What follows belongs to an exercise in optimizing a design on an open flow for small area, a short achievable clock period and few clock cycles; a production flow would make more cautious choices.
Function was checked by simulation only, so behaviour that the tests miss may differ from the original.
Power figures rest on the tool's default switching activity, not on a simulated workload.

==> 08-13: inputs <==
// buffer_recycle_pool_with_aging
module buffer_recycle_pool_with_aging (
  input  wire logic                         clk,
  input  wire logic                         rst,
  input  wire logic                         in_valid,
  output logic                              in_stall,
  input  wire logic [1:0]                   operation,
  input  wire logic [15:0]                  vertex_count,
  input  wire logic [7:0]                   vertex_size,
  input  wire logic [31:0]                  handle,
  output logic                              out_valid,
  input  wire logic                         out_stall,
  output logic [3:0]                        status,
  output logic [31:0]                       out_handle,
  output logic [23:0]                       buffer_size,
  output logic [23:0]                       copy_bytes,
  output logic                              last,
  input  wire logic                         psel,
  input  wire logic                         penable,
  input  wire logic                         pwrite,
  input  wire logic [2:0]                   paddr,
  input  wire logic [31:0]                  pwdata,
  output logic [31:0]                       prdata,
  output logic                              pready
);
  localparam int FD    = 32;
  localparam int UD    = 64;
  localparam int TAG_W = 12;
  localparam logic [23:0] RESERVE_RESET   = 24'd258944;
  localparam logic [7:0]  AGE_LIMIT_RESET = 8'd3;
  localparam logic [1:0] OP_ALLOC   = 2'd0;
  localparam logic [1:0] OP_RELEASE = 2'd1;
  localparam logic [1:0] OP_TICK    = 2'd2;
  localparam logic [1:0] OP_FLUSH   = 2'd3;
  localparam logic [3:0] ST_REUSED  = 4'd0;
  localparam logic [3:0] ST_NEW     = 4'd1;
  localparam logic [3:0] ST_FAILED  = 4'd2;
  localparam logic [3:0] ST_FULL    = 4'd3;
  localparam logic [3:0] ST_POOLED  = 4'd4;
  localparam logic [3:0] ST_PASS    = 4'd5;
  localparam logic [3:0] ST_AGED    = 4'd6;
  localparam logic [3:0] ST_FLUSHED = 4'd7;
  localparam logic [3:0] ST_NOTHING = 4'd8;
  localparam logic [1:0] PH_A = 2'd0;
  localparam logic [1:0] PH_B = 2'd1;
  localparam logic [1:0] PH_R = 2'd2;
  localparam logic [1:0] PH_S = 2'd3;
  logic [23:0] reserve_size;
  logic [7:0]  age_limit;
  assign pready = 1'b1;
  assign prdata = paddr[2] ? {24'd0, age_limit} : {8'd0, reserve_size};
  always_ff @(posedge clk) begin
    if (rst) begin
      reserve_size <= RESERVE_RESET;
  ...
clock: 10.0 ns
lec_check: 0
cap_margin: 20
core_margin: 2
core_utilization: 40
cts_cluster_diameter: 70
cts_cluster_size: 25
place_density: 0.45
slew_margin: 20
tns_end_percent: 100
standard.sh (not shown) runs the stock make flow with config.mk's settings and CLKGATE_MAP_FILE= SYNTH_SCRIPT=/design/flow/synth_recipe.tcl, a recipe that flattens the netlist after the stock synthesis.
==> flow/flow/run.sh <==
#!/bin/bash
set -e
export BUFFER_PORTS_ARGS="-buffer_cell sky130_fd_sc_hd__buf_4"
export CTS_ARGS="-sink_clustering_enable -repair_clock_nets -sink_clustering_size 25 -sink_clustering_max_diameter 70 -dont_use_dummy_load"
export SETUP_SLACK_MARGIN=5.4
bash standard.sh cts > standard_cts.log 2>&1
export SETUP_SLACK_MARGIN=5.7
bash standard.sh > standard.log 2>&1
==> 11-25 (differences from 08-13) <==
==> flow/flow/run.sh (replaced) <==
#!/bin/bash
set -e
export BUFFER_PORTS_ARGS="-buffer_cell sky130_fd_sc_hd__buf_4"
export CTS_ARGS="-sink_clustering_enable -repair_clock_nets -sink_clustering_size 25 -sink_clustering_max_diameter 70 -dont_use_dummy_load"
export SETUP_SLACK_MARGIN=5.4
bash standard.sh > standard.log 2>&1
CORE_UTILIZATION = 45   (was 40)
PLACE_DENSITY = 0.5   (was 0.45)
SLEW_MARGIN = 30   (was 20)
==> 10-27 (differences from 08-13) <==
==> flow/flow/run.sh (replaced) <==
#!/bin/bash
set -e
export BUFFER_PORTS_ARGS="-buffer_cell sky130_fd_sc_hd__buf_4"
export CTS_ARGS="-sink_clustering_enable -repair_clock_nets -sink_clustering_size 16 -sink_clustering_max_diameter 60 -dont_use_dummy_load -sink_clustering_buffer sky130_fd_sc_hd__clkbuf_8"
export SETUP_SLACK_MARGIN=5.4
bash standard.sh > standard.log 2>&1
CTS_CLUSTER_DIAMETER = 60   (was 70)
CTS_CLUSTER_SIZE = 16   (was 25)
==> 04-03 (differences from 08-13) <==
--- a/flow/design.v
+++ b/flow/design.v
@@ -400,33 +400,25 @@
       end
     endcase
   end
   assign d_take = !d_v || (ph_b && go && done);
   logic [FD-1:0] f_last_nx0, f_last_nx1;
   logic [UD-1:0] u_last_nx0, u_last_nx1, p_load0, p_load1;
-  logic [5:0]    fcnt_nx;
   always_comb begin
     f_last_nx0 = f_last_oh;
     u_last_nx0 = u_last_oh;
-    fcnt_nx = fcnt;
     if (act && ph_b) begin
       if (is_flush && !more)  f_last_nx0 = '0;
       else if (wf_move)       f_last_nx0 = f_last_oh >> 1;
       if (wu_app)             u_last_nx0 = u_app_oh;
-      if (is_flush && !more)  fcnt_nx = '0;
-      else if (wf_move)       fcnt_nx = fcnt - 6'd1;
-      else if (is_rel && found && !f_full) fcnt_nx = fcnt + 6'd1;
     end
     f_last_nx1 = f_full ? f_last_oh : f_app_oh;
     u_last_nx1 = u_last_oh >> 1;
     if (s1_op == OP_RELEASE) begin
       p_load0 = u_last_nx0;
       p_load1 = u_last_nx1;
-    end else if (s1_op == OP_FLUSH) begin
-      p_load0 = {{(UD-1){1'b0}}, 1'b1};
-      p_load1 = {{(UD-1){1'b0}}, 1'b1};
     end else begin
       p_load0 = {{(UD-FD){1'b0}}, f_last_nx0};
       p_load1 = {{(UD-FD){1'b0}}, f_last_nx1};
     end
   end
   logic [31:0] fw_h, uw_h;
@@ -490,15 +482,14 @@
           if (is_rel) begin
             if (hit) ucnt <= ucnt - 7'd1;
           end else if (wu_app) begin
             ucnt <= ucnt + 7'd1;
           end
         end
+        ph <= ph_next;
       end
-      if (d_take)   ph <= (s1_op == OP_FLUSH) ? PH_B : PH_A;
-      else if (act) ph <= ph_next;
       if (d_take) d_v <= s1_v;
       if (act && ph_b && emit)          out_valid <= 1'b1;
       else if (out_valid && !out_stall) out_valid <= 1'b0;
     end
   end
   always_ff @(posedge clk) begin
@@ -522,16 +513,13 @@
       if (u_ok) p_oh <= p_load1;      
     end else if (d_take) begin
       p_oh <= p_load0;
     end else if (act) begin
       p_oh <= p_next;
     end
-    if (d_take) begin
-      found <= (fcnt_nx != 6'd0);
-      more  <= (fcnt_nx > 6'd1);
-    end else if (act) begin
+    if (act) begin
       found <= found_next;
       more  <= more_next;
     end
     age_t <= (d_v && (act ? ph_next : ph) == PH_R) ? age_limit + 8'd1 : age_limit;
     if (act && ((ph_a && !rt2) || (ph_r && !is_alloc) || (ph_b && is_rel))) begin
       if (is_rel) begin
==> flow/flow/run.sh (replaced) <==
#!/bin/bash
set -e
export BUFFER_PORTS_ARGS="-buffer_cell sky130_fd_sc_hd__buf_4"
export CTS_ARGS="-sink_clustering_enable -repair_clock_nets -sink_clustering_size 25 -sink_clustering_max_diameter 70 -dont_use_dummy_load"
export SETUP_SLACK_MARGIN=5.4
bash standard.sh > standard.log 2>&1
==> notes.md <==
- 10-27 produced a layout that fails on capacitance limit, slew limit. 04-03 completed without violations. 08-13 finished with timing, DRC and antenna clean. 11-25 finished but failed the layout checks on slew limit.
- In 04-03 the sequential share of layout area is higher than in 08-13, by 0.59 points.
- First-iteration DRC count: 04-03 < 10-27 < 08-13 < 11-25.
- The lowest register-to-register slack belongs to 08-13, the highest to 04-03.
- Via count: 11-25 > 10-27 > 08-13 > 04-03.
Testbench counts of 08-13, summed over its fixed seeds: cycles 6,568.
Testbench counts of 11-25, summed over its fixed seeds: cycles 6,568.
Testbench counts of 10-27, summed over its fixed seeds: cycles 6,568.
Testbench counts of 04-03, summed over its fixed seeds: cycles 6,591.

========
==> inputs of exp/sierra <==
buffer_recycle_pool_with_aging with an RTL version that a note above also has.
## buffer_recycle_pool_with_aging
module buffer_recycle_pool_with_aging (
  input  wire logic                         clk,
  input  wire logic                         rst,
  input  wire logic                         in_valid,
  output logic                              in_stall,
  input  wire logic [1:0]                   operation,
  input  wire logic [15:0]                  vertex_count,
  input  wire logic [7:0]                   vertex_size,
  input  wire logic [31:0]                  handle,
  output logic                              out_valid,
  input  wire logic                         out_stall,
  output logic [3:0]                        status,
  output logic [31:0]                       out_handle,
  output logic [23:0]                       buffer_size,
  output logic [23:0]                       copy_bytes,
  output logic                              last,
  input  wire logic                         psel,
  input  wire logic                         penable,
  input  wire logic                         pwrite,
  input  wire logic [2:0]                   paddr,
  input  wire logic [31:0]                  pwdata,
  output logic [31:0]                       prdata,
  output logic                              pready
);
Settings: LEC_CHECK=0, CAP_MARGIN=20, CORE_MARGIN=2, CORE_UTILIZATION=40, CTS_CLUSTER_DIAMETER=70, CTS_CLUSTER_SIZE=25, PLACE_DENSITY=0.55, SLEW_MARGIN=20, TNS_END_PERCENT=100; clock period 10.0 ns.
==> flow/flow/run.sh <==
#!/bin/bash
set -e
export BUFFER_PORTS_ARGS="-buffer_cell sky130_fd_sc_hd__buf_4"
export CTS_ARGS="-sink_clustering_enable -repair_clock_nets -sink_clustering_size 25 -sink_clustering_max_diameter 70 -dont_use_dummy_load"
export SETUP_SLACK_MARGIN=5.4
bash standard.sh > standard.log 2>&1
==> exp/juniper (differences from exp/sierra) <==
--- a/flow/design.v
+++ b/flow/design.v
@@ -400,25 +400,33 @@
       end
     endcase
   end
   assign d_take = !d_v || (ph_b && go && done);
   logic [FD-1:0] f_last_nx0, f_last_nx1;
   logic [UD-1:0] u_last_nx0, u_last_nx1, p_load0, p_load1;
+  logic [5:0]    fcnt_nx;
   always_comb begin
     f_last_nx0 = f_last_oh;
     u_last_nx0 = u_last_oh;
+    fcnt_nx = fcnt;
     if (act && ph_b) begin
       if (is_flush && !more)  f_last_nx0 = '0;
       else if (wf_move)       f_last_nx0 = f_last_oh >> 1;
       if (wu_app)             u_last_nx0 = u_app_oh;
+      if (is_flush && !more)  fcnt_nx = '0;
+      else if (wf_move)       fcnt_nx = fcnt - 6'd1;
+      else if (is_rel && found && !f_full) fcnt_nx = fcnt + 6'd1;
     end
     f_last_nx1 = f_full ? f_last_oh : f_app_oh;
     u_last_nx1 = u_last_oh >> 1;
     if (s1_op == OP_RELEASE) begin
       p_load0 = u_last_nx0;
       p_load1 = u_last_nx1;
+    end else if (s1_op == OP_FLUSH) begin
+      p_load0 = {{(UD-1){1'b0}}, 1'b1};
+      p_load1 = {{(UD-1){1'b0}}, 1'b1};
     end else begin
       p_load0 = {{(UD-FD){1'b0}}, f_last_nx0};
       p_load1 = {{(UD-FD){1'b0}}, f_last_nx1};
     end
   end
   logic [31:0] fw_h, uw_h;
@@ -482,14 +490,15 @@
           if (is_rel) begin
             if (hit) ucnt <= ucnt - 7'd1;
           end else if (wu_app) begin
             ucnt <= ucnt + 7'd1;
           end
         end
-        ph <= ph_next;
       end
+      if (d_take)   ph <= (s1_op == OP_FLUSH) ? PH_B : PH_A;
+      else if (act) ph <= ph_next;
       if (d_take) d_v <= s1_v;
       if (act && ph_b && emit)          out_valid <= 1'b1;
       else if (out_valid && !out_stall) out_valid <= 1'b0;
     end
   end
   always_ff @(posedge clk) begin
@@ -513,13 +522,16 @@
       if (u_ok) p_oh <= p_load1;      
     end else if (d_take) begin
       p_oh <= p_load0;
     end else if (act) begin
       p_oh <= p_next;
     end
-    if (act) begin
+    if (d_take) begin
+      found <= (fcnt_nx != 6'd0);
+      more  <= (fcnt_nx > 6'd1);
+    end else if (act) begin
       found <= found_next;
       more  <= more_next;
     end
     age_t <= (d_v && (act ? ph_next : ph) == PH_R) ? age_limit + 8'd1 : age_limit;
     if (act && ((ph_a && !rt2) || (ph_r && !is_alloc) || (ph_b && is_rel))) begin
       if (is_rel) begin
==> flow/flow/run.sh (replaced) <==
#!/bin/bash
set -e
export BUFFER_PORTS_ARGS="-buffer_cell sky130_fd_sc_hd__buf_4"
export CTS_ARGS="-sink_clustering_enable -repair_clock_nets -sink_clustering_size 25 -sink_clustering_max_diameter 70 -dont_use_dummy_load"
export SETUP_SLACK_MARGIN=5.2
bash standard.sh > standard.log 2>&1
Settings changed: PLACE_DENSITY 0.55 to 0.45, SLEW_MARGIN 20 to 25.
==> notes <==
- exp/sierra finished but fails on max-slew violations. exp/juniper produced a clean layout.
- Worst hold slack: exp/juniper is higher than exp/sierra (11 ps).
- Between exp/sierra and exp/juniper, the lower combinational power is in exp/juniper (gap about 20%, measured against exp/juniper).
- Against exp/sierra, the critical path depth of exp/juniper is higher by 1.
- In exp/juniper the register-to-register slack is lower than in exp/sierra, by 40 ps.
- In area after synthesis, exp/juniper and exp/sierra hardly differ.
- Against exp/sierra, the via count of exp/juniper is smaller by about 0.55%.
- Against exp/sierra, the power of exp/juniper is smaller by 1.7%.
- Against exp/sierra, the maximum frequency of exp/juniper is lower by about 0.75%.
- Clock skew: exp/sierra is lower than exp/juniper (8.9 ps).
- Global-route usage: exp/juniper is higher than exp/sierra (1.4 points).
==> figures <==
	exp/juniper	exp/sierra
Status	timing/DRC/antenna clean	complete, but fails checks
Layout check failures	-	max-slew violations
Horizontal die dimension	829 um	828 um
Sequential share of cell area	0.595	0.593
Post-synthesis sequential area ratio	0.684	0.685
CP Data Arrival Time	5980 ps	5940 ps
Power Internal	40.4 mW	40.3 mW
Final core utilization	0.460	0.464
Launch instance of the worst register-to-register path	d_h[3]$_DFFE_PN_	d_h[11]$_DFFE_PN_
Critical Path Stages	16	15
Count of clock-net buffers in the final layout	479	444
Std-Cell Rows	303	302
Distinct cells, synth	97	103
Worst R2R Path Depth	16	15
Proportion of synthesized area in mux cells	0.00465	0.00462
Worst-case clock skew	149 ps	140 ps
Seq pwr share	0.520	0.509
Total power density per cell area	183 nW/um^2	186 nW/um^2
Post-synthesis adder-cell area fraction	0.0240	0.0240
Portion of the clock cycle consumed by the worst path in the final layout	0.511	0.508
Antenna violations before repair	211	226
Wire length reported by the detailed router	1660000 um	1620000 um
GR Util met1	0.605	0.567
Testbench counts of exp/sierra, summed over its fixed seeds: cycles 6,591.
Testbench counts of exp/juniper, summed over its fixed seeds: cycles 6,568.

[port drivers added, routing unchanged]
No port has a modelled driver above. Below, the same layouts with a new extraction and two added sets of constraints.
Step 1: set_driving_cell puts a clkbuf_16 on clk and a buf_2 on each other input, an assumption about the parent block.
Step 2 also shifts input and output timing later by t, the mid clock arrival at the registers, as if the neighbouring blocks saw the same clock.
Three values: ideal ports, drivers, drivers and shift; two values: the first two.
run | t, ns | slack for setup (ns) | worst setup path at the end | worst register clock-pin slew, ns
08-13 | 1.248 | 4.780 / 4.780 / 4.177 | input to register | 0.11 / 0.11
11-25 | 1.235 | 4.829 / 4.829 / 4.622 | input to register | 0.10 / 0.10
10-27 | 1.265 | 4.858 / 4.858 / 4.417 | input to register | 0.11 / 0.11
04-03 | 1.274 | 4.960 / 4.960 / 4.235 | input to register | 0.10 / 0.10
exp/sierra | 1.297 | 4.925 / 4.925 / 4.343 | input to register | 0.10 / 0.10
exp/juniper | 1.269 | 4.886 / 4.886 / 4.475 | input to register | 0.10 / 0.10
For 04-03, which loses most, drivers alone change the setup slack by 0.000 ns; drivers and shift together by -0.725 ns.
